This design comes from an exercise in tuning for small area, a short achievable clock period and few clock cycles per item on the open sky130 flow, not from production work. In this exercise RTL edits were held to simulation tests only and were not proved equivalent to the original. Power and IR drop assume default switching activity.

## run.sh

```bash
#!/bin/bash
# synth_recipe.tcl (not shown) runs the flow's synth.tcl, then flattens the netlist and writes it again
# the make line also repeats each setting of config.mk as NAME=value (left out here)
make -C /OpenROAD-flow-scripts/flow DESIGN_CONFIG=/design/flow/config.mk WORK_HOME=/design/flow/orfs CLKGATE_MAP_FILE= SYNTH_SCRIPT=/design/flow/synth_recipe.tcl finish
```

## config.mk

```make
export PLATFORM = sky130hd
export DESIGN_NAME = aging_sighting_table
export DESIGN_NICKNAME = aging_sighting_table
export VERILOG_FILES = /design/flow/design.v
export SDC_FILE = /design/flow/constraint.sdc
export NUM_CORES = 4
export LEC_CHECK = 0
export CAP_MARGIN = 20
export CORE_MARGIN = 2
export CORE_UTILIZATION = 55
export CTS_CLUSTER_DIAMETER = 70
export CTS_CLUSTER_SIZE = 22
export PLACE_DENSITY = 0.75
export SETUP_SLACK_MARGIN = 5.0
export SLEW_MARGIN = 20
```

## constraint.sdc

```tcl
create_clock -name core_clock -period 8.0 [get_ports {clk_i}]
set_input_delay 1.6000 -clock core_clock [delete_from_list [all_inputs] [get_ports {clk_i}]]
set_output_delay 1.6000 -clock core_clock [all_outputs]
set_load 0.01 [all_outputs]
```

## design.v

```verilog
`timescale 1ns / 1ps
`default_nettype none
package ast_pkg;
  localparam int unsigned ACT_W    = 2;
  localparam int unsigned ID_W     = 16;
  localparam int unsigned STATUS_W = 2;
  localparam int unsigned EVICT_W  = 7;
  localparam int unsigned AGE_W    = 8;
  localparam int unsigned TABLE_DEPTH_DEF = 32;
  localparam logic [AGE_W-1:0] AGE_LIMIT_RST = 8'd10;
  typedef enum logic [ACT_W-1:0] {
    ACT_REFRESH = 2'd0,
    ACT_TICK    = 2'd1,
    ACT_LIST    = 2'd2,
    ACT_CLEAR   = 2'd3
  } action_e;
  typedef enum logic [STATUS_W-1:0] {
    ST_REFRESHED = 2'd0,
    ST_INSERTED  = 2'd1,
    ST_DROPPED   = 2'd2,
    ST_DONE      = 2'd3
  } status_e;
  typedef struct packed {
    status_e            status;
    logic [ID_W-1:0]    out_id;
    logic               out_kind;
    logic               item_valid;
    logic [EVICT_W-1:0] evicted_count;
    logic               last;
  } res_t;
endpackage
`default_nettype wire
`timescale 1ns / 1ps
`default_nettype none
import ast_pkg::*;
module ast_engine #(
  parameter int unsigned TABLE_DEPTH = TABLE_DEPTH_DEF
) (
  input  wire logic             clk_i,
  input  wire logic             rst_ni,
  input  wire logic             main_v_i,       
  input  wire logic             res_free_i,     
  input  wire logic [ACT_W-1:0] action_i,
  input  wire logic [ID_W-1:0]  entity_id_i,
  input  wire logic             entity_kind_i,
  input  wire logic [AGE_W-1:0] age_limit_i,    
  input  wire logic             cfg_write_i,    
  output logic                  take_o,         
  output logic                  push_o,         
  input  wire logic [4:0]       rd_idx_i,       
  output logic [ID_W-1:0]       rd_key_o,
  output ast_pkg::res_t         res_o
);
  localparam int unsigned D     = TABLE_DEPTH;
  localparam int unsigned IDX_W = $clog2(D);
  function automatic logic ge_f(input logic [AGE_W-1:0] a, input logic [AGE_W-1:0] b);
    logic c;
    c = 1'b1;
    for (int k = 0; k < AGE_W; k++) begin
      c = (a[k] & ~b[k]) | (a[k] & c) | (~b[k] & c);
    end
    ge_f = c;
  endfunction
  function automatic logic [D-1:0] first_f(input logic [D-1:0] m);
    logic [D-1:0] below;
    below[0] = 1'b0;
    for (int k = 1; k < D; k++) begin
      below[k] = below[k-1] | m[k-1];
    end
    first_f = m & ~below;
  endfunction
  logic [D-1:0]     used_q;
  logic [ID_W-1:0]  key_q   [D];
  logic [D-1:0]     kind_q;
  logic [AGE_W-1:0] stamp_q [D];
  logic [D-1:0]     keep_q;
  logic [AGE_W-1:0] now_q, lo_q;
  logic             lbusy_q, lkind_q;
  logic [IDX_W-1:0] lpos_q;
  logic is_ref, is_tick, is_list, is_clear, kind, lkind, fire, hold;
  assign is_ref   = !lbusy_q && (action_i == ACT_REFRESH);
  assign is_tick  = !lbusy_q && (action_i == ACT_TICK);
  assign is_list  =  lbusy_q || (action_i == ACT_LIST);
  assign is_clear = !lbusy_q && (action_i == ACT_CLEAR);
  assign kind     = entity_kind_i;
  assign lkind    = lbusy_q ? lkind_q : entity_kind_i;
  assign fire   = main_v_i && res_free_i && !lbusy_q && !hold;
  assign take_o = fire;
  assign push_o = fire || (lbusy_q && res_free_i);
  logic [D-1:0] hit, kmatch, evict, ffree, wr;
  logic         hit_any, full, lany, lmore;
  logic [IDX_W-1:0] lidx;
  always_comb begin
    for (int i = 0; i < D; i++) begin
      kmatch[i] = (kind_q[i] == kind);
      hit[i]    = used_q[i] && kmatch[i] && (key_q[i] == entity_id_i);
      evict[i]  = used_q[i] && !keep_q[i];
    end
  end
  assign hit_any = |hit;
  assign full    = &used_q;
  assign ffree   = first_f(~used_q);    
  logic [D-1:0]     lmatch [2];
  logic [D-1:0]     lfirst [2];
  logic [1:0]       lany_k, lmore_k;
  logic [IDX_W-1:0] lidx_k [2];
  always_comb begin
    for (int k = 0; k < 2; k++) begin
      for (int i = 0; i < D; i++) begin
        lmatch[k][i] = used_q[i] && (kind_q[i] == 1'(k)) && (!lbusy_q || (IDX_W'(i) > lpos_q));
      end
      lfirst[k]  = first_f(lmatch[k]);      
      lany_k[k]  = |lmatch[k];
      lmore_k[k] = |(lmatch[k] & ~lfirst[k]);
      lidx_k[k]  = '0;
      for (int i = 0; i < D; i++) begin
        lidx_k[k] = lidx_k[k] | (IDX_W'(i) & {IDX_W{lfirst[k][i]}});
      end
    end
  end
  assign lany  = lany_k[lkind];
  assign lmore = lmore_k[lkind];
  assign lidx  = lidx_k[lkind];
  always_comb begin
    rd_key_o = '0;
    for (int i = 0; i < D; i++) begin
      rd_key_o = rd_key_o | (key_q[i] & {ID_W{rd_idx_i == 5'(i)}});
    end
  end
  function automatic logic [3:0] cnt8_f(input logic [7:0] r);
    logic s1, c1, s2, c2, s3, c3, w1, c4, t1, d1, w2, d2;
    s1 = r[0] ^ r[1] ^ r[2];
    c1 = (r[0] & r[1]) | (r[0] & r[2]) | (r[1] & r[2]);
    s2 = r[3] ^ r[4] ^ r[5];
    c2 = (r[3] & r[4]) | (r[3] & r[5]) | (r[4] & r[5]);
    s3 = r[6] ^ r[7];
    c3 = r[6] & r[7];
    w1 = s1 ^ s2 ^ s3;
    c4 = (s1 & s2) | (s1 & s3) | (s2 & s3);
    t1 = c1 ^ c2 ^ c3;
    d1 = (c1 & c2) | (c1 & c3) | (c2 & c3);
    w2 = t1 ^ c4;
    d2 = t1 & c4;
    cnt8_f = {d1 & d2, d1 ^ d2, w2, w1};
  endfunction
  logic [ID_W-1:0] evict_grp;
  always_comb begin
    for (int g = 0; g < 4; g++) begin
      evict_grp[4*g +: 4] = cnt8_f(evict[8*g +: 8]);
    end
  end
  always_comb begin
    res_o.status        = ST_DONE;
    res_o.out_id        = '0;
    res_o.out_kind      = 1'b0;
    res_o.item_valid    = 1'b0;
    res_o.evicted_count = '0;
    res_o.last          = 1'b1;
    case (lbusy_q ? ACT_LIST : action_i)
      ACT_REFRESH: begin
        res_o.status = hit_any ? ST_REFRESHED : (full ? ST_DROPPED : ST_INSERTED);
      end
      ACT_TICK: begin
        res_o.out_id = evict_grp;
      end
      ACT_LIST: begin
        res_o.out_id     = ID_W'(lidx);
        res_o.out_kind   = lany && lkind;
        res_o.item_valid = lany;
        res_o.last       = !lmore;
      end
      default: begin
      end
    endcase
  end
  logic [D-1:0] used_d;
  always_comb begin
    used_d = used_q;
    if (fire) begin
      if (is_ref && !hit_any) used_d = used_q | ffree;
      if (is_tick)            used_d = used_q & keep_q;
      if (is_clear)           used_d = '0;
    end
  end
  assign wr = (fire && is_ref) ? (hit | ffree) : '0;
  logic             tick_fire, nz, sw_busy_q, cfg_pend_q;
  logic             lstep;
  logic [AGE_W-1:0] max_q, sw_q, sw_left_q, match;
  logic [D-1:0]     keep_d;
  assign tick_fire = fire && is_tick;
  assign lstep     = push_o && is_list;
  assign hold      = (action_i == ACT_TICK) && (sw_busy_q || cfg_pend_q);
  assign nz        = (age_limit_i != '0);
  assign match     = sw_busy_q ? sw_q : lo_q;
  always_comb begin
    for (int i = 0; i < D; i++) begin
      if (wr[i]) begin
        keep_d[i] = nz;
      end else if (cfg_pend_q) begin
        keep_d[i] = nz;
      end else if ((tick_fire || sw_busy_q) && (stamp_q[i] == match)) begin
        keep_d[i] = 1'b0;
      end else begin
        keep_d[i] = keep_q[i];
      end
    end
  end
  always_ff @(posedge clk_i or negedge rst_ni) begin
    if (!rst_ni) begin
      used_q    <= '0;
      lbusy_q   <= 1'b0;
      now_q     <= '0;
      lo_q      <= AGE_W'(1) - AGE_LIMIT_RST;
      max_q     <= '0;
      sw_busy_q <= 1'b0;
      cfg_pend_q <= 1'b0;
    end else begin
      cfg_pend_q <= cfg_write_i;
      used_q <= used_d;
      if (lstep) begin
        lbusy_q <= lmore;
      end
      if (tick_fire) begin
        now_q <= now_q + AGE_W'(1);
        lo_q  <= lo_q + AGE_W'(1);
        max_q <= age_limit_i;
      end
      if (cfg_pend_q) begin
        lo_q      <= now_q - age_limit_i + AGE_W'(1);
        sw_busy_q <= nz && ge_f(max_q, age_limit_i);
      end else if (sw_busy_q && (sw_left_q == '0)) begin
        sw_busy_q <= 1'b0;
      end
    end
  end
  always_ff @(posedge clk_i) begin
    if (cfg_pend_q) begin
      sw_q      <= now_q - age_limit_i;
      sw_left_q <= max_q - age_limit_i;
    end else begin
      sw_q      <= sw_q - AGE_W'(1);
      sw_left_q <= sw_left_q - AGE_W'(1);
    end
  end
  always_ff @(posedge clk_i) begin
    keep_q <= keep_d;
    if (lstep) begin
      lpos_q  <= lidx;
      lkind_q <= lkind;
    end
  end
  for (genvar i = 0; i < D; i++) begin : g_slot
    always_ff @(posedge clk_i) begin
      if (fire && is_ref && ffree[i]) begin
        key_q[i]  <= entity_id_i;
        kind_q[i] <= entity_kind_i;
      end
      if (wr[i]) begin
        stamp_q[i] <= now_q;
      end
    end
  end
endmodule
`default_nettype wire
`timescale 1ns / 1ps
`default_nettype none
import ast_pkg::*;
module aging_sighting_table #(
  parameter int unsigned TABLE_DEPTH = TABLE_DEPTH_DEF
) (
  input  wire logic                clk_i,
  input  wire logic                rst_ni,
  input  wire logic                in_valid_i,
  output logic                     in_ready_o,
  input  wire logic [ACT_W-1:0]    in_action_i,
  input  wire logic [ID_W-1:0]     in_entity_id_i,
  input  wire logic                in_entity_kind_i,
  output logic                     out_valid_o,
  input  wire logic                out_ready_i,
  output logic [STATUS_W-1:0]      out_status_o,
  output logic [ID_W-1:0]          out_id_o,
  output logic                     out_kind_o,
  output logic                     out_item_valid_o,
  output logic [EVICT_W-1:0]       out_evicted_count_o,
  output logic                     out_last_o,
  input  wire logic                cfg_valid_i,
  output logic                     cfg_ready_o,
  input  wire logic [AGE_W-1:0]    cfg_age_limit_i
);
  logic [AGE_W-1:0] age_limit_q;
  assign cfg_ready_o = 1'b1;
  always_ff @(posedge clk_i or negedge rst_ni) begin
    if (!rst_ni) begin
      age_limit_q <= AGE_LIMIT_RST;
    end else if (cfg_valid_i) begin
      age_limit_q <= cfg_age_limit_i;
    end
  end
  logic             main_v_q, skid_v_q;
  logic [ACT_W-1:0] main_act_q, skid_act_q;
  logic [ID_W-1:0]  main_id_q, skid_id_q;
  logic             main_kind_q, skid_kind_q;
  logic             in_fire, main_free, take, push;
  logic             res_v_q, out_valid_q, res_free, out_free;
  ast_pkg::res_t    res_q, out_q, res;
  logic [ID_W-1:0]  rd_key;
  assign in_ready_o = !skid_v_q;
  assign in_fire    = in_valid_i && !skid_v_q;
  assign out_free   = !out_valid_q || out_ready_i;
  assign res_free   = !res_v_q || out_free;
  assign main_free  = !main_v_q || take;
  always_ff @(posedge clk_i or negedge rst_ni) begin
    if (!rst_ni) begin
      main_v_q <= 1'b0;
      skid_v_q <= 1'b0;
    end else begin
      if (main_free) begin
        main_v_q <= skid_v_q || in_fire;
      end
      if (skid_v_q) begin
        skid_v_q <= !main_free;
      end else begin
        skid_v_q <= in_fire && !main_free;
      end
    end
  end
  always_ff @(posedge clk_i) begin
    if (main_free) begin
      main_act_q  <= skid_v_q ? skid_act_q  : in_action_i;
      main_id_q   <= skid_v_q ? skid_id_q   : in_entity_id_i;
      main_kind_q <= skid_v_q ? skid_kind_q : in_entity_kind_i;
    end
    if (!skid_v_q) begin
      skid_act_q  <= in_action_i;
      skid_id_q   <= in_entity_id_i;
      skid_kind_q <= in_entity_kind_i;
    end
  end
  ast_engine #(
    .TABLE_DEPTH(TABLE_DEPTH)
  ) u_engine (
    .clk_i        (clk_i),
    .rst_ni       (rst_ni),
    .main_v_i     (main_v_q),
    .res_free_i   (res_free),
    .action_i     (main_act_q),
    .entity_id_i  (main_id_q),
    .entity_kind_i(main_kind_q),
    .age_limit_i  (age_limit_q),
    .cfg_write_i  (cfg_valid_i),
    .take_o       (take),
    .push_o       (push),
    .rd_idx_i     (res_q.out_id[4:0]),
    .rd_key_o     (rd_key),
    .res_o        (res)
  );
  always_ff @(posedge clk_i or negedge rst_ni) begin
    if (!rst_ni) begin
      res_v_q     <= 1'b0;
      out_valid_q <= 1'b0;
    end else begin
      if (res_free) begin
        res_v_q <= push;
      end
      if (out_free) begin
        out_valid_q <= res_v_q;
      end
    end
  end
  ast_pkg::res_t res_fin;
  always_comb begin
    res_fin = res_q;
    if (res_q.item_valid) begin
      res_fin.out_id = rd_key;
    end else begin
      logic [EVICT_W-1:0] g0, g1, g2, g3, s1, c1, s2, c2;
      g0 = EVICT_W'(res_q.out_id[3:0]);
      g1 = EVICT_W'(res_q.out_id[7:4]);
      g2 = EVICT_W'(res_q.out_id[11:8]);
      g3 = EVICT_W'(res_q.out_id[15:12]);
      s1 = g0 ^ g1 ^ g2;
      c1 = ((g0 & g1) | (g0 & g2) | (g1 & g2)) << 1;
      s2 = s1 ^ c1 ^ g3;
      c2 = ((s1 & c1) | (s1 & g3) | (c1 & g3)) << 1;
      res_fin.out_id        = '0;
      res_fin.evicted_count = s2 + c2;
    end
  end
  always_ff @(posedge clk_i) begin
    if (res_free) begin
      res_q <= res;
    end
    if (out_free) begin
      out_q <= res_fin;
    end
  end
  assign out_valid_o         = out_valid_q;
  assign out_status_o        = out_q.status;
  assign out_id_o            = out_q.out_id;
  assign out_kind_o          = out_q.out_kind;
  assign out_item_valid_o    = out_q.item_valid;
  assign out_evicted_count_o = out_q.evicted_count;
  assign out_last_o          = out_q.last;
endmodule
`default_nettype wire
```

==> results of run 1 <==
routing by layer:
layer  part of all wire  vias up  wire, µm
li1                   -    15300         -
met1               0.33    19300     71200
met2               0.41     3825     88400
met3               0.16     1072     35600
met4              0.097       12     21000
met5            0.00058        -       126
cell type report:
cell class | instances | area, µm² | share of cell area
antenna | 10 | 25.0 | 0.000411
clock buffer | 81 | 1630 | 0.0268
inverter | 76 | 294 | 0.00483
clock inverter | 28 | 359 | 0.00590
multi-input combinational | 2560 | 20800 | 0.342
tap | 1176 | 1470 | 0.0242
sequential | 1011 | 29700 | 0.488
timing repair buffer | 534 | 6540 | 0.108
flip-flops by register name, summed over array words and instances (netlist names), 5 cells and up:
signal / cells
u_engine.stamp_q: 256
skid_id_q: 16
u_engine.lo_q: 8
u_engine.used_q: 32
res_q: 21
u_engine.sw_q: 8
age_limit_q: 8
u_engine.sw_left_q: 8
u_engine.key_q: 512
u_engine.keep_q: 32
u_engine.kind_q: 32
main_id_q: 16
u_engine.lpos_q: 5
u_engine.now_q: 8
out_q: 27
u_engine.max_q: 8
power groups by stage:
stage / clock (mW) / sequential [mW] / combinational (mW)
finish: 3.53 / 7.18 / 10.3
CTS: 3.48 / 7.16 / 8.96
global placement: 0 / 7.38 / 7.45
floorplan: 0 / 7.38 / 4.85
detailed placement: 0 / 7.40 / 7.57
global route: 3.67 / 7.20 / 10.6
through the flow:
step,instance area (µm²),cells,setup slack [ns],hold WS (ns),util
finish,60800,5476,4.56,0.439,0.679
global route,60800,5466,4.52,0.452,0.679
CTS,58300,5326,4.91,0.442,0.650
detailed placement,52300,4976,2.87,0.422,0.583
global placement,52300,4975,3.03,0.410,0.583
floorplan,50300,3848,3.66,0.400,-
worst paths after layout:
path	endpoint	cells past startpoint	start
worst max-delay path	u_engine.used_q[15]	11	main_id_q[7]
worst min-delay path	out_q[26]	0	res_q[26]
worst max register to register	u_engine.used_q[15]	11	main_id_q[7]
worst min register to register	out_q[26]	0	res_q[26]
max in group asynchronous	u_engine.used_q[9]	2	rst_ni
min in group asynchronous	skid_v_q	1	rst_ni
cells in the final DEF (no fill, tap or decap), types with 26 or more instances in the layout:
cell	instances
edfxtp_1	905
xnor2_1	443
xor2_1	391
nand4_1	268
buf_4	237
nor2_1	149
a22oi_1	115
nand2_1	113
buf_6	105
a21oi_1	94
clkbuf_16	88
a22o_1	78
inv_1	74
buf_12	71
a221oi_1	63
o21ai_0	55
nor3_1	46
nand3_1	42
dfrtp_1	40
ha_1	39
nor2b_1	36
nor4_1	36
dfxtp_1	35
nor2_2	34
a21oi_4	33
nor2_4	30
clkdlybuf4s50_1	29
fa_1	26
kinds of logic after synthesis:
family,Yosys count,synth area share
XOR/XNOR,837,0.148
buffers and inverters,283,0.0245
multiplexers,38,0.00835
flip-flops,1011,0.598
AO/OA/AOI/OAI,671,0.0983
adder cells (fa/ha/maj),67,0.0207
AND/OR/NAND/NOR,939,0.102
other,2,0.000152
repair_timing:
action / 4_1_cts / 5_1_grt
setup buffers: 215 / 106
endpoints found under the setup margin: 979 / 951
gates resized for setup: 325 / 220
pin swaps: 106 / 98
gates cloned: 26 / 34
==> impl_results.md, run 1 <==
* Setup TNS after final layout at 0 ns
* Post-synthesis sequential area ratio at 0.598
* CP dominant cell by count: nand4_1
* Full die area at 92500 µm²
* Worst vdd ir at 0.000324 V
* Flop-to-flop setup slack at 4.56 ns
* EDFF count, synth at 905
* First-pass GRT wire length at 280000 µm
* Gpl congestion at 1.11
* Pwr dens at 345 nW/µm²
* I/O pin total at 63
* Number of CTS-inserted buffers at 61
* Measured slew at the worst slew-check pin at 1.12 ns
* Clock root buffer: clkbuf_16
* Count leader, synth: edfxtp_1
* Wire per inst at 39.5 µm
* CTS clk-pin slew, worst paths at 0.09 ns
* Arrival time worst endpoint at 4.11 ns
* Post-synth cell types at 99
* #FFs+latches synth at 1011
* Worst skew pair latency at 0.76 ns
* Vias per cell at 7.23
* Slowest cell delay on critical path at 0.49 ns
* Comb pwr share at 0.490
* Final cycle utilization of the critical path at 0.429
* CTS tree: yes
* Switching portion of total power at 0.425
* Number of nets in the layout at 4341
* Area Overhead vs Synth at 22.7%
* Hold Crit Class: reg2reg
* Row count at 110
* Hold Vio Cnt, Final at 0
* Hold Buf Count CTS at 0
* Min Tclk post-route at 3.44 ns
* Unrepaired setup endpoints after global routing: yes
* Worst Setup Path Type: reg2reg
* Leading area contributor after synthesis: edfxtp_1
* Vias in the first global route at 35800
* Psw at 8.94 mW
* Detail Route Antenna Nets at 0
* Fin Clk Skew at 0.0531 ns
* Post-Syn Area at 49600 µm²
* Syn_nets at 3945
* M1 GR Usage at 0.556
* Final setup vio count at 0
* Maximum clock path buffer count at 3
* Worst setup EP type: flip-flop
* Port Buf Inserts at 60
* Post-DP HPWL at 136000 µm
* Clock power share at 0.168
* Core area at 89600 µm²
* Initial Util at 0.553
* Fill count at 6103
* Die W at 304 µm
* First-pass iteration count of the detailed router at 8
* Routed WL at 216000 µm
* GR Util met3 at 0.151
* Sequential share of power at 0.342
* Met2 global-route usage at 0.620
* Commonest cells post-synth: 905 x edfxtp_1, 445 x xnor2_1, 392 x xor2_1
* Die span in y at 304 µm
* Leakage at 20.5 nW
* Total Power at 21.0 mW
* Main synth FF type: edfxtp_1
* Critical-path cell list: buf_4, xnor2_1, nand4_1, nor3_1, nand4_1, nand4_1, nor4_4, nand3_2, clkbuf_16, or4_1, a21oi_1
* Int Pwr at 12.1 mW
* Share of synthesized registers carrying an async set or reset at 0.0702
* Top delay family on crit path: simple AND/OR/NAND/NOR gates
* Max_cap viols at 0
* Iteration-0 DRC Markers at 7341
* Status: no timing/DRC/antenna violations
* Worst Path Required at 8.67 ns
* Share of cells above drive strength 1 at 0.220
* Initial antenna violation count at 16
* Syn avg cell area at 12.9 µm²
* Yosys warnings at 7
* Critical path's slowest cell: or4_1
* Largest net degree at the start of global routing at 65
* Vias at 39600
* Cells after Synth at 3848
* Worst-path fanout max at 32
* Overall routing resource usage at 0.434
* Startpoint Class: flip-flop
* Synth top area share at 0.548
* Max-slew headroom at 0.254
* Worst Path Buf+Inv at 2
* Detailed-route DRC error count at 0
* Total congestion overflow at 0
* Clock sinks at 1011
* Ranking of synthesized cells by area: edfxtp_1 55%, xnor2_1 7.9%, xor2_1 6.9%
* Fmax at 291 MHz
* GRT busiest layer: met2
* Final Max Slew Viols at 0
* H-tree depth at 2
Testbench counts, summed over its fixed seeds: cycles 8,413, items 4,800.
==> run 2, diff against run 1 <==
--- a/config.mk
+++ b/config.mk
@@ -9,6 +9,5 @@
 export CORE_MARGIN = 2
-export CORE_UTILIZATION = 55
+export CORE_UTILIZATION = 40
 export CTS_CLUSTER_DIAMETER = 70
 export CTS_CLUSTER_SIZE = 22
-export PLACE_DENSITY = 0.75
 export SETUP_SLACK_MARGIN = 5.0
==> run 2 against run 1 <==
Count of clock-buffer cells in the layout up 3. Critical endpoint is now out_q[11]. Worst hold slack better by 0.021 ns. Critical path depth fell by 4. Register-to-register slack improved by 0.24 ns. Non-clock buffer count up 9. Combinational power is essentially flat.
==> impl_results.md, run 2 <==
* Status: no timing/DRC/antenna violations
* Clock root buffer: clkbuf_16
* Fin Clk Skew at 0.0557 ns (+0.00251 ns)
* Reg with most FFs: u_engine.key_q
* Worst-path fanout max at 16 (-50%)
* EDFF count, synth at 905 (unchanged)
* Port Buf Inserts at 60 (unchanged)
* Largest net degree at the start of global routing at 65 (unchanged)
* Syn_nets at 3945 (unchanged)
* Max-slew headroom at 0.349 (+0.0955)
* Cells after Synth at 3848 (unchanged)
* Post-synthesis sequential area ratio at 0.598 (unchanged)
* Min Tclk post-route at 3.20 ns (-0.238 ns)
* Synth top area share at 0.548 (unchanged)
* H-tree depth at 3 (+1)
* Detail Route Antenna Nets at 0 (unchanged)
* Hold Vio Cnt, Final at 0 (unchanged)
* Unrepaired setup endpoints after global routing: yes
* CTS tree: yes
* Maximum clock path buffer count at 3 (unchanged)
* Leakage at 20.8 nW (+1.6%)
* Setup TNS after final layout at 0 ns (unchanged)
* Worst Path Buf+Inv at 1 (-1)
* Max reg flops at 512 (unchanged)
* Gpl congestion at 1.12 (+0.42%)
* Worst skew pair latency at 0.73 ns (-0.03 ns)
* Post-DP HPWL at 138000 µm (+1.7%)
* Worst vdd ir at 0.000256 V (-21%)
* Full die area at 127000 µm² (+37%)
* Area Overhead vs Synth at 25.0%
* Commonest non-fill, non-tap cell in the layout: edfxtp_1
* Total Power at 21.8 mW (+3.8%)
* Final setup vio count at 0 (unchanged)
* FF-to-FF path depth at 7 (-4)
* Worst Path Required at 8.44 ns (-0.23 ns)
* Pwr dens at 352 nW/µm² (+1.9%)
* Overall routing resource usage at 0.327 (-0.107)
* Largest regs: u_engine.key_q (512), u_engine.stamp_q (256)
* Detailed-route DRC error count at 0 (unchanged)
* Iteration-0 DRC Markers at 6235 (-15%)
* Worst Setup Path Type: reg2reg
* Ranking of synthesized cells by area: edfxtp_1 55%, xnor2_1 7.9%, xor2_1 6.9%
* Initial antenna violation count at 15 (-1)
* Total congestion overflow at 0 (unchanged)
* Commonest cells post-synth: 905 x edfxtp_1, 445 x xnor2_1, 392 x xor2_1
* Vias per cell at 6.49 (-10%)
* Final cycle utilization of the critical path at 0.400 (-0.0297)
* Critical-path cell list: nand3b_1, nor2_1, buf_4, a22o_1, a221oi_1, nand4_1, o31a_1
* Max_cap viols at 0 (unchanged)
* Share of synthesized registers carrying an async set or reset at 0.0702 (unchanged)
* Routed WL at 217000 µm (+0.46%)
* Fmax at 313 MHz (+7.4%)
* First-pass iteration count of the detailed router at 8 (unchanged)
* Startpoint Class: flip-flop
* Hold path depth at 0 (unchanged)
* First-pass GRT wire length at 287000 µm (+2.6%)
* Most frequent cells in the layout: 905 x edfxtp_1, 444 x xnor2_1, 390 x xor2_1
* Slowest cell delay on critical path at 0.71 ns (+0.22 ns)
* Yosys warnings at 7 (unchanged)
* Die span in y at 356 µm (+17%)
* Arrival time worst endpoint at 3.63 ns (-0.48 ns)
* #FFs+latches synth at 1011 (unchanged)
* Die W at 356 µm (+17%)
* Hold Crit Class: reg2reg
* Vias at 38800 (-2.0%)
* Critical path depth at 7 (-4)
* Final Max Slew Viols at 0 (unchanged)
* Wire per inst at 36.4 µm (-7.9%)
* Row count at 129 (+17%)
* Initial Util at 0.402 (-0.151)
* Share of cells above drive strength 1 at 0.226 (+0.00649)
* Count leader, synth: edfxtp_1
* Critical path's slowest cell: a221oi_1
* Leading area contributor after synthesis: edfxtp_1
* Post-synth cell types at 99 (unchanged)
* I/O pin total at 63 (unchanged)
* Core area at 123000 µm² (+38%)
* Post-Syn Area at 49600 µm² (unchanged)
* Syn avg cell area at 12.9 µm² (unchanged)
* Worst setup EP type: flip-flop
* Measured slew at the worst slew-check pin at 0.976 ns (-0.142 ns)
* Vias in the first global route at 35500 (-0.78%)
* Final core occ at 0.502 (-0.177)
* Number of CTS-inserted buffers at 76 (+25%)
* CTS clk-pin slew, worst paths at 0.08 ns (about the same)
* Number of nets in the layout at 4363 (+0.51%)
* Main synth FF type: edfxtp_1
* Clock sinks at 1011 (unchanged)
* Top delay family on crit path: compound AO/OA/AOI/OAI gates
==> run 2: cell counts after synthesis <==
Identical to the previous run, type by type.
==> run 2: path summary, 6_finish.rpt <==
kind | to | startpoint | slack [ns]
hold / removal | out_q[0] | res_q[0] | 0.46
hold reg to reg | out_q[0] | res_q[0] | 0.46
setup / recovery | out_q[11] | res_q[12] | 4.80
setup reg to reg | out_q[11] | res_q[12] | 4.80
min in group asynchronous | u_engine.max_q[7] | rst_ni | 0.82
max in group asynchronous | u_engine.used_q[28] | rst_ni | 5.99
==> run 2: worst register-to-register path: stages, from the launching register on <==
cell,delay (ns)
edfxtp_1,0.67
nand3b_1,0.28
nor2_1,0.06
buf_4,0.24
a22o_1,0.35
a221oi_1,0.71
nand4_1,0.23
o31a_1,0.40
==> run 2: cell type report <==
cell class / instances / area (µm²)
inverters: 76 / 297
fillers: 10600 / 61400
clock inverters: 54 / 663
well taps: 1637 / 2050
clock buffers: 84 / 1980
diodes: 8 / 20.0
flip-flops and latches: 1011 / 29700
multi-input cells: 2558 / 20900
repair buffers: 543 / 6340
==> run 2: stage by stage <==
stage,instances,setup slack [ns],hold WS [ns],cell area [µm²]
after CTS,5860,4.83,0.463,60100
final,5971,4.80,0.460,61900
after floorplan,3848,3.66,0.400,50300
after global routing,5964,4.89,0.477,61900
after detailed placement,5440,2.87,0.445,52900
after global placement,5439,2.90,0.452,52900
==> run 2: per-layer routing <==
layer,vias up,track usage,share of wire
li1,15400,-,-
met1,19500,0.420,0.36
met2,3158,0.473,0.42
met3,756,0.111,0.14
met4,10,0.202,0.080
met5,-,0.00151,0.00044
==> run 2: timing repair <==
action / 4_1_cts / 5_1_grt
pin swaps: 95 / 107
gates cloned: 33 / 13
resized for setup: 285 / 186
endpoints found under the setup margin: 980 / 669
hold buffers: 0 / 0
setup buffers: 249 / 90
==> run 2: cells by family (layout without fill, tap and decap cells) <==
family / count (synthesis) / in the layout / share of synthesized area
and+or+nand+nor: 939 / 942 / 0.102
buffers and inverters: 283 / 757 / 0.0245
DFF: 1011 / 1011 / 0.598
xor gates and xnor gates: 837 / 837 / 0.148
adders and majority gates: 67 / 67 / 0.0207
AOI/OAI and AO/OA: 671 / 672 / 0.0983
muxes: 38 / 38 / 0.00835
other: 2 / 10 / 0.000152
==> run 2: report_power, final <==
part	leakage, nW	switching (mW)	total [mW]	internal (mW)
clock network	1.28	2.18	4.22	2.04
registers	9.47	0.343	7.12	6.78
logic	10.1	6.68	10.5	3.79
==> run 3, diff against run 2 <==
--- a/config.mk
+++ b/config.mk
@@ -9,3 +9,3 @@
 export CORE_MARGIN = 2
-export CORE_UTILIZATION = 40
+export CORE_UTILIZATION = 47
 export CTS_CLUSTER_DIAMETER = 70
==> run 3 against run 2 <==
Setup slack improved by 0.022 ns. First-iteration DRC count rose by 8.5%. Final area decreased by 2.5%. Non-clock buffer count decreased by 56. Maximum frequency increased by 0.71%. Register-to-register slack gained 0.07 ns. Sequential share of layout area is 1.2 points higher. Utilization grew 7.3 points. Critical path depth rose by 5. Largest power group unchanged. Still clean. Sequential power hardly changed. Synthesized area unchanged. Critical endpoint is now u_engine.key_q[24][14]. Count of clock-buffer cells in the layout up 4.
==> impl_results.md, run 3 <==
* Overall routing resource usage at 0.363 (+0.0367)
* Post-Synth XOR/XNOR Area at 0.148 (unchanged)
* Fill count at 8417 (-21%)
* Worst Setup Path Type: in2reg
* Area Overhead vs Synth at 21.8%
* Placed insts at 5192 (-4.6%)
* Ranking of synthesized cells by area: edfxtp_1 55%, xnor2_1 7.9%, xor2_1 6.9%
* Most frequent cells in the layout: 905 x edfxtp_1, 445 x xnor2_1, 390 x xor2_1
* Core area at 105000 µm² (-15%)
* CTS tree: yes
* Fin cells at 5652 (-5.3%)
* Largest family of logic cells by synthesized area: XOR/XNOR gates
* Worst setup EP type: flip-flop
* Critical-path cell list: buf_6, nand3b_1, buf_12, nand4_1, buf_4, or3_4, buf_8, buf_16, buf_12, nor3_4, buf_6, clkbuf_16
* Vias at 37900 (-2.2%)
* Dpl cell area at 52600 µm² (-0.68%)
* Number of CTS-inserted buffers at 69 (-9.2%)
* Yosys warnings at 7 (unchanged)
* Full die area at 108000 µm² (-15%)
* Largest regs: u_engine.key_q (512), u_engine.stamp_q (256)
* Hold Slack at 0.446 ns (-0.0148 ns)
* Register area at 29700 µm² (about the same)
* Post-Syn Area at 49600 µm² (unchanged)
* Post-synthesis sequential area ratio at 0.598 (unchanged)
* Synthesized-area fraction occupied by and/or/nand/nor cells at 0.102 (unchanged)
* Final setup vio count at 0 (unchanged)
* Int Pwr at 12.0 mW (-5.1%)
* Initial antenna violation count at 12 (-3)
* Multi-input logic area at 20600 µm² (-1.2%)
* Hold Crit Class: reg2reg
* Max reg flops at 512 (unchanged)
* Switching portion of total power at 0.419 (-0.00261)
* Arrival time worst endpoint at 3.58 ns (-0.05 ns)
* Worst-path fanout max at 8 (-8)
* Min Tclk post-route at 3.18 ns (-0.0224 ns)
* Hold Vio Cnt, Final at 0 (unchanged)
* #FFs+latches synth at 1011 (unchanged)
* Commonest non-fill, non-tap cell in the layout: edfxtp_1
* Syn avg cell area at 12.9 µm² (unchanged)
* Detailed-route DRC error count at 0 (unchanged)
* Slowest cell delay on critical path at 0.34 ns (-0.37 ns)
* Synth top area share at 0.548 (unchanged)
* Largest net degree at the start of global routing at 65 (unchanged)
* Clock root buffer: clkbuf_16
* Max_cap viols at 0 (unchanged)
* Row count at 119 (-7.8%)
* Psw at 8.64 mW (-6.1%)
* Share of cells above drive strength 1 at 0.212 (-0.0139)
* Count leader, synth: edfxtp_1
* Die span in y at 329 µm (-7.7%)
* Fmax at 315 MHz (+0.71%)
* Syn_nets at 3945 (unchanged)
* Detail Route Antenna Nets at 0 (unchanged)
* Unrepaired setup endpoints after global routing: yes
* Mux contribution to synthesized area at 0.00835 (unchanged)
* Reg with most FFs: u_engine.key_q
* Port Buf Inserts at 60 (unchanged)
* Worst vdd ir at 0.000410 V (+60%)
* Die W at 329 µm (-7.7%)
* First-pass GRT wire length at 272000 µm (-5.4%)
* Pwr dens at 341 nW/µm² (-3.1%)
* DP Worst Slack at 2.83 ns (-0.0332 ns)
* Max-slew headroom at 0.342 (-0.00671)
* H-tree depth at 3 (unchanged)
* Final cycle utilization of the critical path at 0.397 (-0.00280)
* Leading area contributor after synthesis: edfxtp_1
* First-pass iteration count of the detailed router at 8 (unchanged)
* Vias in the first global route at 34100 (-3.9%)
* EDFF count, synth at 905 (unchanged)
* Worst skew pair latency at 0.71 ns (-0.02 ns)
* Gpl congestion at 1.10 (-1.3%)
* Initial Util at 0.472 (+0.0702)
* Share of synthesized registers carrying an async set or reset at 0.0702 (unchanged)
* Leakage at 20.3 nW (-2.7%)
* Commonest cells post-synth: 905 x edfxtp_1, 445 x xnor2_1, 392 x xor2_1
* Post-synth cell types at 99 (unchanged)
* Number of nets in the layout at 4301 (-1.4%)
* Iteration-0 DRC Markers at 6765 (+8.5%)
* Final instance area at 60400 µm² (-2.5%)
* Final Max Slew Viols at 0 (unchanged)
* Routed WL at 207000 µm (-4.8%)
* Wire per inst at 36.6 µm (+0.59%)
* Startpoint Class: input pin
* Cells after Synth at 3848 (unchanged)
* Vias per cell at 6.71 (+3.3%)
* Critical path's slowest cell: or3_4
* Fin Clk Skew at 0.0526 ns (-0.00308 ns)
* Flop-to-flop setup slack at 4.87 ns (+0.07 ns)
* Comb pwr share at 0.464 (-0.016)
* Synth Area in Adders at 0.0207 (unchanged)
* Worst Path Required at 8.41 ns (-0.03 ns)
* Measured slew at the worst slew-check pin at 0.986 ns (+0.0101 ns)
* Setup ws final at 4.82 ns (+0.0224 ns)
* Maximum clock path buffer count at 3 (unchanged)
* Clock power share at 0.189 (-0.004)
* Setup TNS after final layout at 0 ns (unchanged)
* Synth Area in Compound Gates at 0.0983 (unchanged)
* CTS clk-pin slew, worst paths at 0.09 ns (about the same)
* Status: no timing/DRC/antenna violations
* Total congestion overflow at 0 (unchanged)
* Clock sinks at 1011 (unchanged)
* Post-DP HPWL at 133000 µm (-4.0%)
* Main synth FF type: edfxtp_1
* I/O pin total at 63 (unchanged)
* Sequential share of power at 0.347 (+0.021)
[run 3: cells by family after synthesis]
family,count (synthesis)
compound gates,671
xor+xnor,837
flops,1011
fa+ha+maj,67
mux,38
buf+inv,283
simple gates,939
other cells,2
[run 3: final cells by class]
type | instances | share of cell area
clock buffer | 88 | 0.0314
timing repair buffer | 487 | 0.0934
clock inverter | 36 | 0.00763
multi-input combinational | 2559 | 0.342
antenna | 4 | 0.000166
sequential | 1011 | 0.492
inverter | 76 | 0.00501
tap | 1391 | 0.0288
[run 3: timing repair]
item,CTS,global route
setup buffers,215,73
setup endpoints to repair,969,904
endpoints found under the hold margin,0,0
gates cloned,20,24
resized for setup,256,226
pin swaps,90,96
hold buffers,0,0
[run 3: power groups by stage]
stage | clock (mW) | sequential [mW] | combinational, mW
4_1_cts | 3.91 | 7.14 | 8.63
2_1_floorplan | 0 | 7.38 | 4.85
3_5_place_dp | 0 | 7.37 | 7.65
6_report | 3.90 | 7.15 | 9.56
5_1_grt | 4.09 | 7.19 | 9.92
3_3_place_gp | 0 | 7.36 | 7.61
[run 3: worst max-delay path, delay by kind of cell]
| kind | cells | cell delay (ns) |
|---|---|---|
| simple gates | 4 | 0.82 |
| buf+inv | 8 | 1.14 |
[run 3: through the flow]
step                power (mW)   util
finish                    20.6  0.575
global route              21.2  0.575
CTS                       19.7  0.556
detailed placement        15.0  0.501
global placement          15.0  0.501
floorplan                 12.2      -
[run 3: per-layer routing]
metal | vias to the layer above | wire (µm) | track usage | part of all wire
met5 | - | 230 | 0.0102 | 0.0011
met4 | 14 | 16900 | 0.216 | 0.082
met3 | 807 | 29200 | 0.113 | 0.14
met2 | 3089 | 85600 | 0.525 | 0.41
met1 | 18800 | 74900 | 0.480 | 0.36
li1 | 15200 | - | - | -
[run 3: final timing paths]
kind / startpoint / endpoint / cells past startpoint
setup / recovery: out_ready_i / u_engine.key_q[24][14] / 12
hold / removal: res_q[9] / out_q[9] / 0
min in group asynchronous: rst_ni / main_v_q / 1
setup reg to reg: main_id_q[7] / u_engine.used_q[9] / 11
max in group asynchronous: rst_ni / age_limit_q[1] / 2
hold reg to reg: res_q[9] / out_q[9] / 0
==> run 4, diff against run 3 <==
--- a/config.mk
+++ b/config.mk
@@ -9,3 +9,3 @@
 export CORE_MARGIN = 2
-export CORE_UTILIZATION = 47
+export CORE_UTILIZATION = 35
 export CTS_CLUSTER_DIAMETER = 70
==> run 4 against run 3 <==
Sequential cell count stayed put. Combinational power is 9.8% higher. Register-to-register slack worse by 0.20 ns. Die area is 34% higher. Worst hold slack worse by 0.021 ns. Power is 5.0% higher. Sequential power hardly changed. Synthesized cell count stayed put. Utilization is 13 points lower. Sequential share of layout area is 1.4 points lower.
==> impl_results.md, run 4 <==
* Status: no timing/DRC/antenna violations
* Die W at 380 µm (+16%)
* Post-DP HPWL at 140000 µm (+5.8%)
* Detailed-route DRC error count at 0 (unchanged)
* Reg with most FFs: u_engine.key_q
* Number of CTS-inserted buffers at 71 (+2.9%)
* Core area at 141000 µm² (+34%)
* Row count at 138 (+16%)
* Hold wc startpoint: res_q[0]
* Worst vdd ir at 0.000334 V (-19%)
* Total Power at 21.7 mW (+5.0%)
* Vias per cell at 6.16 (-8.2%)
* Post-synth cell types at 99 (unchanged)
* Worst setup EP type: flip-flop
* Full die area at 145000 µm² (+34%)
* Worst Hold End: out_q[0]
* Overall routing resource usage at 0.289 (-0.0743)
* Clock root buffer: clkbuf_16
* Reg2reg start: main_id_q[15]
* Critical path's slowest cell: nor4_4
* Largest net degree at the start of global routing at 65 (unchanged)
* Hold Buf Count CTS at 0 (unchanged)
* Detail Route Antenna Nets at 0 (unchanged)
* Initial antenna violation count at 14 (+2)
* EDFF count, synth at 905 (unchanged)
* Final cycle utilization of the critical path at 0.416 (+0.0188)
* Iteration-0 DRC Markers at 6186 (-8.6%)
* Area Overhead vs Synth at 25.3%
* Hold Crit Class: reg2reg
* Initial Util at 0.351 (-0.121)
* Leakage at 20.8 nW (+2.7%)
* Fmax at 301 MHz (-4.5%)
* Final instance area at 62100 µm² (+2.9%)
* Routed WL at 218000 µm (+5.3%)
* Vias at 38300 (+1.0%)
* CTS tree: yes
* Main synth FF type: edfxtp_1
* Pwr dens at 349 nW/µm² (+2.1%)
* I/O pin total at 63 (unchanged)
* Maximum clock path buffer count at 3 (unchanged)
* Gpl congestion at 1.06 (-4.2%)
* Final core occ at 0.440 (-0.135)
* Ranking of synthesized cells by area: edfxtp_1 55%, xnor2_1 7.9%, xor2_1 6.9%
* Total congestion overflow at 0 (unchanged)
* CTS clk-pin slew, worst paths at 0.09 ns (about the same)
* Count leader, synth: edfxtp_1
* FF-to-FF path depth at 10 (-1)
* DP Worst Slack at 2.70 ns (-0.132 ns)
* H-tree depth at 3 (unchanged)
* Max-slew headroom at 0.308 (-0.0343)
* Critical-path cell list: buf_12, xnor2_1, nand4_1, nor3_2, nand4_1, nand4_1, nor4_4, nand3_4, nand2b_4, o32ai_1
* Unrepaired setup endpoints after global routing: yes
* Setup ws final at 4.67 ns (-0.150 ns)
* Syn avg cell area at 12.9 µm² (unchanged)
* Wire per inst at 35.0 µm (-4.3%)
* Syn_nets at 3945 (unchanged)
* Slowest cell delay on critical path at 0.63 ns (+0.29 ns)
* Clock sinks at 1011 (unchanged)
* Largest regs: u_engine.key_q (512), u_engine.stamp_q (256)
* CP dominant cell by count: nand4_1
* Worst Setup Path Type: reg2reg
* Max reg flops at 512 (unchanged)
* Min Tclk post-route at 3.33 ns (+0.150 ns)
* Max_cap viols at 0 (unchanged)
* Worst flop-to-flop path endpoint: u_engine.used_q[23]
* Dpl cell area at 53300 µm² (+1.4%)
* Commonest non-fill, non-tap cell in the layout: edfxtp_1
* Hold path depth at 0 (unchanged)
* Worst-path fanout max at 32 (+24)
* Flop-to-flop setup slack at 4.67 ns (-0.20 ns)
* Cells after Synth at 3848 (unchanged)
* Die span in y at 380 µm (+16%)
* Measured slew at the worst slew-check pin at 1.04 ns (+0.0515 ns)
* Share of cells above drive strength 1 at 0.231 (+0.0185)
* Final setup vio count at 0 (unchanged)
* #FFs+latches synth at 1011 (unchanged)
* First-pass iteration count of the detailed router at 8 (unchanged)
* Leading area contributor after synthesis: edfxtp_1
* Final Max Slew Viols at 0 (unchanged)
* Startpoint Class: flip-flop
* Most frequent cells in the layout: 905 x edfxtp_1, 443 x xnor2_1, 390 x xor2_1
* Share of synthesized registers carrying an async set or reset at 0.0702 (unchanged)
* Commonest cells post-synth: 905 x edfxtp_1, 445 x xnor2_1, 392 x xor2_1
* Hold Vio Cnt, Final at 0 (unchanged)
* Fin Clk Skew at 0.0392 ns (-0.0134 ns)
* Setup TNS after final layout at 0 ns (unchanged)
* Vias in the first global route at 35400 (+3.5%)
* Post-synthesis sequential area ratio at 0.598 (unchanged)
* Port Buf Inserts at 60 (unchanged)
* Arrival time worst endpoint at 3.90 ns (+0.32 ns)
* Yosys warnings at 7 (unchanged)
* Synth top area share at 0.548 (unchanged)
* First-pass GRT wire length at 293000 µm (+7.6%)
* Post-Syn Area at 49600 µm² (unchanged)
* Number of nets in the layout at 4363 (+1.4%)
* Worst skew pair latency at 0.71 ns (about the same)
* Worst Path Required at 8.57 ns (+0.16 ns)
[run 4: cell counts after synthesis]
Identical to the previous run, type by type.
[run 4: stage by stage]
step,cells,hold WS (ns)
floorplan,3848,0.400
global placement,5705,0.406
detailed placement,5705,0.406
CTS,6103,0.428
global route,6213,0.440
finish,6219,0.425
[run 4: worst max path at each step]
stage,start,endpoint
floorplan,out_ready_i,u_engine.key_q[15][0]
global placement,out_ready_i,u_engine.keep_q[25]
detailed placement,out_ready_i,u_engine.key_q[15][10]
CTS,out_ready_i,u_engine.keep_q[9]
global route,main_id_q[13],u_engine.used_q[26]
finish,main_id_q[15],u_engine.used_q[23]
[run 4: power by group]
| part | switching (mW) | internal (mW) | total [mW] |
|---|---|---|---|
| combinational | 6.62 | 3.85 | 10.5 |
| sequential | 0.366 | 6.78 | 7.14 |
| clock | 2.10 | 1.94 | 4.04 |
| total | 9.08 | 12.6 | 21.7 |
[run 4: repair_timing]
item                                    CTS  global route
pin swaps                                93            92
gates resized for setup                 313           207
buffers inserted                        238           100
endpoints found under the setup margin  977           902
gates cloned                             30            10
[run 4: cells by family (layout without fill, tap and decap cells)]
kind of cell,after synthesis,after routing,share of synthesized area
buffers and inverters,283,752,0.0245
AND/OR/NAND/NOR,939,945,0.102
AO/OA/AOI/OAI,671,671,0.0983
adder cells (fa/ha/maj),67,67,0.0207
flip-flops,1011,1011,0.598
other,2,8,0.000152
multiplexers,38,38,0.00835
XOR/XNOR,837,837,0.148
[run 4: final cells by class]
type / count / area [µm²]
Multi-Input combinational cell: 2560 / 21000
Tap cell: 1890 / 2360
Timing Repair Buffer: 546 / 6310
Inverter: 76 / 300
Fill cell: 12700 / 78900
Clock buffer: 89 / 1950
Antenna cell: 6 / 15.0
Sequential cell: 1011 / 29700
Clock inverter: 41 / 526
[run 4: routing by layer]
| layer | global-route usage | share of wire |
|---|---|---|
| met5 | 0 | 0.00045 |
| met4 | 0.158 | 0.067 |
| met3 | 0.100 | 0.15 |
| met2 | 0.416 | 0.42 |
| met1 | 0.380 | 0.37 |
[run 4: worst max-delay path, delay by kind of cell, from the launching register on]
kind,cells,cell delay (ns)
and+or+nand+nor,7,1.93
AOI/OAI and AO/OA,1,0.28
buffers and inverters,1,0.22
xor gates and xnor gates,1,0.21
DFF,1,0.44

static timing again, ports no longer ideal:
The flow's constraints put no driver on any port. The routed layouts listed below were extracted and timed again, unchanged, in two steps. Step 1, drivers: a clkbuf_16 drives clk_i and a buf_2 each remaining input, both assumed. Step 2 adds t to the input delays and takes it off the output delays; t is the mean of the earliest and latest rising clock arrival at the registers after step 1. Input paths then give back, and output paths get back, about the clock's delay inside the block. Three values: no drivers, after step 1, after step 2; two values: the first two.
run	shift t [ns]	setup WS [ns]	worst register clock-pin slew, ns	pins driven straight from the clock port
run 1	0.794	4.564 / 4.564 / 3.993	0.10 / 0.10	1
run 2	0.767	4.802 / 4.802 / 4.211	0.10 / 0.10	1
run 3	0.750	4.825 / 4.849 / 4.098	0.10 / 0.10	1
run 4	0.765	4.674 / 4.674 / 4.162	0.10 / 0.10	1
After both steps every run listed still meets setup and hold. The setup slack of run 3, which loses most, moves by +0.024 ns with the drivers and by -0.727 ns with both steps.
